Background: an optimization exercise with open tools, aiming at a short achievable clock period and few clock cycles per item. Do not read the settings as production practice.
Only simulation tests tie the RTL to the original design; equivalence was not proved.
Power and IR drop assume default switching activity.

==> indigo: inputs <==
Design sha1_message_digest, start of the top module:
module sha1_message_digest (
  input  logic        clk,
  input  logic        rst_n,
  input  logic        in_valid,
  output logic        in_stall,
  input  logic [7:0]  in_data_byte,
  input  logic        in_has_byte,
  input  logic        in_end_of_message,
  output logic        out_valid,
  input  logic        out_stall,
  output logic [31:0] out_digest_word,
  output logic [2:0]  out_word_index,
  output logic        out_final_word
);
clock: 7.5 ns
lec_check: 0
cap_margin: 20
core_margin: 2
core_utilization: 45
place_density: 0.6
setup_slack_margin: 4.5
slew_margin: 20
tns_end_percent: 20
run.sh (not shown) runs the stock make flow with config.mk's settings and CLKGATE_MAP_FILE= SYNTH_SCRIPT=/design/flow/synth_recipe.tcl, a recipe that flattens the netlist after the stock synthesis.
==> inputs of garnet, as changes to indigo <==
--- a/flow/design.v
+++ b/flow/design.v
@@ -74,17 +74,16 @@
   input  logic        in_valid,
   output logic        in_stall,
   input  logic [7:0]  in_data_byte,
   input  logic        in_has_byte,
   input  logic        in_end_of_message,
   output logic [sha1md_pkg::N_ENG-1:0]        q_valid,
   output logic [sha1md_pkg::N_ENG-1:0][2:0]   q_idx,
   output logic [sha1md_pkg::N_BUF-1:0][31:0]  bw0,
-  output logic [sha1md_pkg::N_BUF-1:0][31:0]  bw1,
   output logic [sha1md_pkg::N_ENG-1:0][6:0]   q_nb,
   output logic [sha1md_pkg::N_ENG-1:0]        q_eom,
   input  logic [sha1md_pkg::N_ENG-1:0]        q_pop,
   input  logic [sha1md_pkg::N_ENG-1:0][sha1md_pkg::N_BUF-1:0] q_shift,
   input  logic [sha1md_pkg::N_ENG-1:0][sha1md_pkg::N_BUF-1:0] q_free
 );
   localparam int NE = sha1md_pkg::N_ENG;
   localparam int NB = sha1md_pkg::N_BUF;
@@ -174,17 +173,16 @@
         if (complete && me_r == 2'(e)) qw_r[e] <= qw_r[e] + 3'd1;
         if (q_pop[e])                  qr_r[e] <= qr_r[e] + 3'd1;
       end
     end
   end
   for (genvar p = 0; p < NB; p++) begin : g_buf
     logic [511:0] bq;       
     assign bw0[p] = bq[511:480];
-    assign bw1[p] = bq[479:448];
     for (genvar i = 0; i < 64; i++) begin : g_byte
       if (i < 60) begin : g_mid
         always_ff @(posedge clk)
           if (shift[p])                              bq[511-8*i -: 8] <= bq[479-8*i -: 8];
           else if (has && cb_oh_r[p] && pos_oh_r[i]) bq[511-8*i -: 8] <= in_data_byte;
       end else begin : g_end
         always_ff @(posedge clk)
           if (!shift[p] && has && cb_oh_r[p] && pos_oh_r[i]) bq[511-8*i -: 8] <= in_data_byte;
@@ -273,32 +271,29 @@
   input  logic         q_valid,
   input  logic [2:0]   q_idx,       
   input  logic [6:0]   q_nb,        
   input  logic         q_eom,       
   output logic         q_pop,
   output logic [sha1md_pkg::N_BUF-1:0] q_shift,   
   output logic [sha1md_pkg::N_BUF-1:0] q_free,    
   input  logic [sha1md_pkg::N_BUF-1:0][31:0] bw0,   
-  input  logic [sha1md_pkg::N_BUF-1:0][31:0] bw1,   
   input  logic         hold_rel,
   output logic         hold_v,
   output logic [159:0] hold_q       
 );
   localparam int NB = sha1md_pkg::N_BUF;
   logic s_idle, s_s1, s_s2, s_rnd, s_fin, s_done;
   logic [6:0]  t_r;
   logic [1:0]  g1_r, g2_r;            
-  logic [31:0] a_r, b_r, c_r, d_r, e_r;
-  logic [31:0] ps_r, pc_r, qs_r, qc_r;    
+  logic [31:0] a_r, b_r, c_r, d_r, e_r, p_r, q_r;
   logic [14:0][31:0] hw_r;            
   logic [31:0] wn_r;                  
   logic        sv_r, sx_r;            
   logic [3:0]  j_r;                   
-  logic [sha1md_pkg::N_BUF-1:0] sa_r, sb_r;   
   logic [4:0][31:0]  h_r;             
   logic [4:0][31:0]  hd_r;            
   logic        last_r, xtra_r, xpad_r;
   logic [54:0] blk_r;                 
   logic [5:0]  lnb_r;                 
   logic          pf_v;
   logic [NB-1:0] pf_sel;
   logic [6:0]    pf_nb;
@@ -310,91 +305,79 @@
     else if (r < 7'd60) g = sha1md_pkg::FN_MAJ;
     else                g = sha1md_pkg::FN_PAR3;
     grp = g;
   endfunction
   function automatic logic [31:0] rotl(input logic [31:0] x, input int n);
     rotl = (x << n) | (x >> (32 - n));
   endfunction
   logic [63:0] lbits, xbits;
-  logic [54:0] blk_inc;              
-  logic        sh_r;                  
+  logic [54:0] blk_inc;
+  assign blk_inc = blk_r + 55'd1;
   assign lbits = {blk_r, pf_nb[5:0], 3'b000};
   assign xbits = xpad_r ? {blk_inc, 6'd0, 3'b000} : {blk_r, lnb_r, 3'b000};
   logic do_load, x_load, fin_hold;
   logic [3:0]  jc;            
   logic [31:0] sel_w, bw, xw_j, sw;
-  assign jc = j_r;
+  assign jc = sv_r ? j_r : 4'd0;
   always_comb begin
     sel_w = '0;
     for (int p = 0; p < NB; p++)
-      sel_w = sel_w | (bw0[p] & {32{sa_r[p]}}) | (bw1[p] & {32{sb_r[p]}});
+      sel_w = sel_w | (bw0[p] & {32{pf_sel[p]}});
   end
   for (genvar k = 0; k < 4; k++) begin : g_byte
     logic [6:0] bi;
     assign bi = {1'b0, jc, 2'(k)};
     assign bw[31-8*k -: 8] =
         (bi < pf_nb)                 ? sel_w[31-8*k -: 8] :
         (pf_eom && bi == pf_nb)      ? 8'h80 :
         (pf_last && jc == 4'd14)     ? lbits[63-8*k -: 8] :
         (pf_last && jc == 4'd15)     ? lbits[31-8*k -: 8] : 8'h00;
   end
   assign xw_j = (jc == 4'd0)  ? {xpad_r, 31'd0} :
                 (jc == 4'd14) ? xbits[63:32] :
                 (jc == 4'd15) ? xbits[31:0] : 32'd0;
   assign sw = (x_load || (sv_r && sx_r)) ? xw_j : bw;
   logic [31:0] a_sum, w_new;
   logic [4:0][31:0] h_sum, iv;
-  logic [31:0] fv, kv, ts, tc;
-  assign fv = sha1md_pkg::f_func(g1_r, a_r, rotl(b_r, 30), c_r);
-  assign kv = sha1md_pkg::k_const(g2_r);
-  assign ts = fv ^ qs_r ^ qc_r;
-  assign tc = {((fv[30:0] & qs_r[30:0]) | (fv[30:0] & qc_r[30:0]) | (qs_r[30:0] & qc_r[30:0])), 1'b0};
-  assign a_sum = sha1md_pkg::add3(rotl(a_r, 5), ps_r, pc_r);
+  assign a_sum = rotl(a_r, 5) + p_r;
   assign w_new = rotl(hw_r[1] ^ hw_r[6] ^ hw_r[12] ^ hw_r[14], 1);    
   for (genvar i = 0; i < 5; i++) begin : g_h
     assign iv[i] = sha1md_pkg::init_word(3'(i));
   end
   assign h_sum[0] = h_r[0] + a_r;
-  logic [4:1][31:0] hs_r;
-  assign h_sum[1] = hs_r[1];
-  assign h_sum[2] = hs_r[2];
-  assign h_sum[3] = hs_r[3];
-  assign h_sum[4] = hs_r[4];
+  assign h_sum[1] = h_r[1] + b_r;
+  assign h_sum[2] = h_r[2] + c_r;
+  assign h_sum[3] = h_r[3] + d_r;
+  assign h_sum[4] = h_r[4] + e_r;
   assign fin_hold = s_fin && last_r && !hold_v;    
   assign do_load  = pf_v && !sv_r && (s_idle || (s_fin && (last_r ? !hold_v : !xtra_r)));
   assign x_load   = s_fin && !last_r && xtra_r;    
   assign q_pop    = do_load;
   logic s_end;    
   assign s_end    = sv_r && !sx_r && j_r == 4'd15;
-  assign q_shift  = pf_sel & {NB{sh_r}};
+  assign q_shift  = pf_sel & {NB{do_load || (sv_r && !sx_r)}};
   assign q_free   = pf_sel & {NB{s_end}};
   assign hold_q   = hd_r;
   logic [31:0] h4_next;
   assign h4_next = s_idle ? h_r[4] : (last_r ? iv[4] : h_sum[4]);
   always_ff @(posedge clk) begin
     if (!rst_n) begin
       s_idle <= 1'b1;
       s_s1   <= 1'b0;
       s_s2   <= 1'b0;
       s_rnd  <= 1'b0;
       s_fin  <= 1'b0;
       s_done <= 1'b0;
       hold_v <= 1'b0;
       pf_v   <= 1'b0;
       sv_r   <= 1'b0;
-      sh_r   <= 1'b0;
-      j_r    <= 4'd0;
       blk_r  <= '0;
       h_r    <= iv;
     end else begin
-      sh_r <= do_load || (sv_r && !sx_r && j_r <= 4'd13);
-      if (do_load || x_load) j_r <= 4'd1;
-      else if (sv_r)         j_r <= j_r + 4'd1;
-      else                   j_r <= 4'd0;
       if (do_load || x_load) sv_r <= 1'b1;
       else if (sv_r && j_r == 4'd15) sv_r <= 1'b0;
       if (hold_rel) hold_v <= 1'b0;
       if (s_end)                     pf_v <= 1'b0;
       else if (q_valid && !pf_v)     pf_v <= 1'b1;
       if (do_load && !pf_eom)                              blk_r <= blk_inc;
       else if (sv_r && j_r == 4'd15 && (sx_r || pf_last))  blk_r <= '0;
       s_s1  <= do_load || x_load;
@@ -414,25 +397,17 @@
         end
       end
       if (s_done && !hold_v) begin
         hold_v <= 1'b1;
         h_r    <= iv;
       end
     end
   end
-  logic [NB-1:0] pfs_next;
-  logic          sv_next;
-  always_comb begin
-    for (int p = 0; p < NB; p++) pfs_next[p] = pf_v ? pf_sel[p] : (q_idx == 3'(p));
-    sv_next = (do_load || x_load) || (sv_r && j_r != 4'd15);
-  end
   always_ff @(posedge clk) begin
-    sa_r <= pfs_next & {NB{!sv_next}};
-    sb_r <= pfs_next & {NB{sv_next}};
     if (!pf_v) begin
       for (int p = 0; p < NB; p++) pf_sel[p] <= (q_idx == 3'(p));
       pf_nb   <= q_nb;
       pf_eom  <= q_eom;
       pf_last <= q_eom && (q_nb <= 7'd55);
       pf_xtra <= q_eom && (q_nb >= 7'd56);
       pf_xpad <= (q_nb == 7'd64);
     end
@@ -442,33 +417,31 @@
       last_r <= pf_last;
       xtra_r <= pf_xtra;
       xpad_r <= pf_xpad;
       lnb_r  <= pf_nb[5:0];
     end else if (x_load) begin
       xtra_r <= 1'b0;
       last_r <= 1'b1;
     end
-    if (do_load || x_load) sx_r <= x_load;
+    if (do_load || x_load) begin
+      sx_r <= x_load;
+      j_r  <= 4'd1;
+    end else if (sv_r) begin
+      j_r  <= j_r + 4'd1;
+    end
     wn_r <= (do_load || x_load || sv_r) ? sw : w_new;
-    blk_inc <= blk_r + 55'd1;
-    hs_r[1] <= h_r[1] + a_r;
-    hs_r[2] <= h_r[2] + rotl(b_r, 30);
-    hs_r[3] <= h_r[3] + c_r;
-    hs_r[4] <= h_r[4] + d_r;
-    hw_r[0] <= wn_r;
-    for (int k = 1; k < 15; k++) hw_r[k] <= hw_r[k-1];
+    if (s_s1 || s_s2 || s_rnd) begin
+      hw_r[0] <= wn_r;
+      for (int k = 1; k < 15; k++) hw_r[k] <= hw_r[k-1];
+    end
     if (fin_hold)               hd_r <= h_sum;
     else if (s_done && !hold_v) hd_r <= h_r;
-    begin
-      ps_r <= ts;
-      pc_r <= tc;
-      qs_r <= c_r ^ kv ^ wn_r;
-      qc_r <= {((c_r[30:0] & kv[30:0]) | (c_r[30:0] & wn_r[30:0]) | (kv[30:0] & wn_r[30:0])), 1'b0};
-    end
+    p_r <= sha1md_pkg::f_func(g1_r, a_r, rotl(b_r, 30), c_r) + q_r;
+    q_r <= sha1md_pkg::add3(c_r, sha1md_pkg::k_const(g2_r), wn_r);
     a_r <= s_rnd ? a_sum : (s_s1 ? h_r[1] : h_r[0]);
     b_r <= s_rnd ? a_r   : (s_s1 ? rotl(h_r[2], 2) : h_r[1]);
     if (s_rnd)      c_r <= rotl(b_r, 30);
     else if (s_s1)  c_r <= h_r[3];
     else if (s_s2)  c_r <= h_r[2];
     else            c_r <= h4_next;
     d_r <= s_rnd ? c_r : h_r[3];
     e_r <= s_rnd ? d_r : h_r[4];
@@ -497,47 +470,45 @@
   output logic [2:0]  out_word_index,
   output logic        out_final_word
 );
   localparam int NE = sha1md_pkg::N_ENG;
   localparam int NB = sha1md_pkg::N_BUF;
   logic [NE-1:0]        q_valid, q_pop, hold_rel, hold_v;
   logic [NE-1:0][NB-1:0] q_free;
   logic [NE-1:0][2:0]   q_idx;
-  logic [NB-1:0][31:0]  bw0, bw1;
+  logic [NB-1:0][31:0]  bw0;
   logic [NE-1:0][NB-1:0] q_shift;
   logic [NE-1:0][6:0]   q_nb;
   logic [NE-1:0]        q_eom;
   logic [NE-1:0][159:0] hold_q;
   sha1md_ctrl u_ctrl (
     .clk               (clk),
     .rst_n             (rst_n),
     .in_valid          (in_valid),
     .in_stall          (in_stall),
     .in_data_byte      (in_data_byte),
     .in_has_byte       (in_has_byte),
     .in_end_of_message (in_end_of_message),
     .q_valid           (q_valid),
     .q_idx             (q_idx),
     .bw0               (bw0),
-    .bw1               (bw1),
     .q_nb              (q_nb),
     .q_eom             (q_eom),
     .q_pop             (q_pop),
     .q_shift           (q_shift),
     .q_free            (q_free)
   );
   for (genvar e = 0; e < NE; e++) begin : g_eng
     sha1md_engine u_eng (
       .clk      (clk),
       .rst_n    (rst_n),
       .q_valid  (q_valid[e]),
       .q_idx    (q_idx[e]),
       .bw0      (bw0),
-      .bw1      (bw1),
       .q_nb     (q_nb[e]),
       .q_eom    (q_eom[e]),
       .q_pop    (q_pop[e]),
       .q_shift  (q_shift[e]),
       .q_free   (q_free[e]),
       .hold_rel (hold_rel[e]),
       .hold_v   (hold_v[e]),
       .hold_q   (hold_q[e])
==> run summary <==
Run status: indigo complete, but fails checks; garnet timing/DRC/antenna clean
Reasons for failing layout checks: indigo antenna rules; garnet -
Via count of the first global-routing pass: indigo 201000; garnet 199000
Mean area per synthesized cell: indigo 11.7 um2; garnet 11.9 um2
Power density cells: indigo 368 mW/mm2; garnet 389 mW/mm2
Worst IR Drop VDD: indigo 342 uV; garnet 357 uV
Register Area: indigo 0.189 mm2; garnet 0.190 mm2
Internal reg-to-reg setup slack: indigo 3.75 ns; garnet 3.81 ns
Cell variety after synth: indigo 92; garnet 113
Core Util, Final: indigo 0.513; garnet 0.529
Global-route met1 utilization: indigo 0.363; garnet 0.366
Met1 wire length: indigo 397 mm; garnet 405 mm
Max incr delay on CP: indigo 0.43 ns; garnet 0.56 ns
Height of the chip: indigo 833 um; garnet 836 um
Hold Startpoint: indigo g_eng[0].u_eng.hw_r[368]$_DFF_P_; garnet g_eng[0].u_eng.hw_r[249]$_DFFE_PP_
Number of rows in the core area: indigo 304; garnet 305
Clock buffers: indigo 1052; garnet 955
Overall fraction of global-route tracks in use: indigo 0.275; garnet 0.270
Count of fill cells added during filler insertion: indigo 59000; garnet 58300
Part of the total power dissipated in sequential elements: indigo 0.445; garnet 0.422
Inserted Clock Buffers: indigo 771; garnet 718
Global-route wire length before repair: indigo 1420 mm; garnet 1410 mm
Detail-routed net length per standard cell: indigo 27.2 um; garnet 27.6 um
Non-clock buffer instance count of the final layout: indigo 676; garnet 1274
Routability congestion estimate: indigo 1.01; garnet 0.983
Testbench counts of indigo, summed over its fixed seeds: cycles 47,464, bytes 45,852.
Testbench counts of garnet, summed over its fixed seeds: cycles 47,464, bytes 45,852.

==> static timing again, ports no longer ideal <==
No port has a modelled driver above. Below, the same layouts with a new extraction and two added sets of constraints. Step 1 assumes that a clkbuf_16 drives the clock port and a buf_2 every other input. Step 2, shift: input delay + t, output delay - t, t = (earliest + latest rising clock arrival at the registers) / 2. This alone moves slack from input paths to output paths. Slacks: no drivers / after step 1 / after step 2; pairs: no drivers / after step 1.
run | t (ns) | slack for setup (ns) | worst register clock-pin slew, ns | worst slew at a driven data input, ns
indigo | 1.275 | 3.750 / 3.750 / 2.961 | 0.07 / 0.07 | 0.12
garnet | 1.251 | 3.806 / 3.806 / 3.107 | 0.07 / 0.07 | 0.17
For indigo, which loses most, drivers alone change the setup slack by 0.000 ns; drivers and shift together by -0.789 ns.
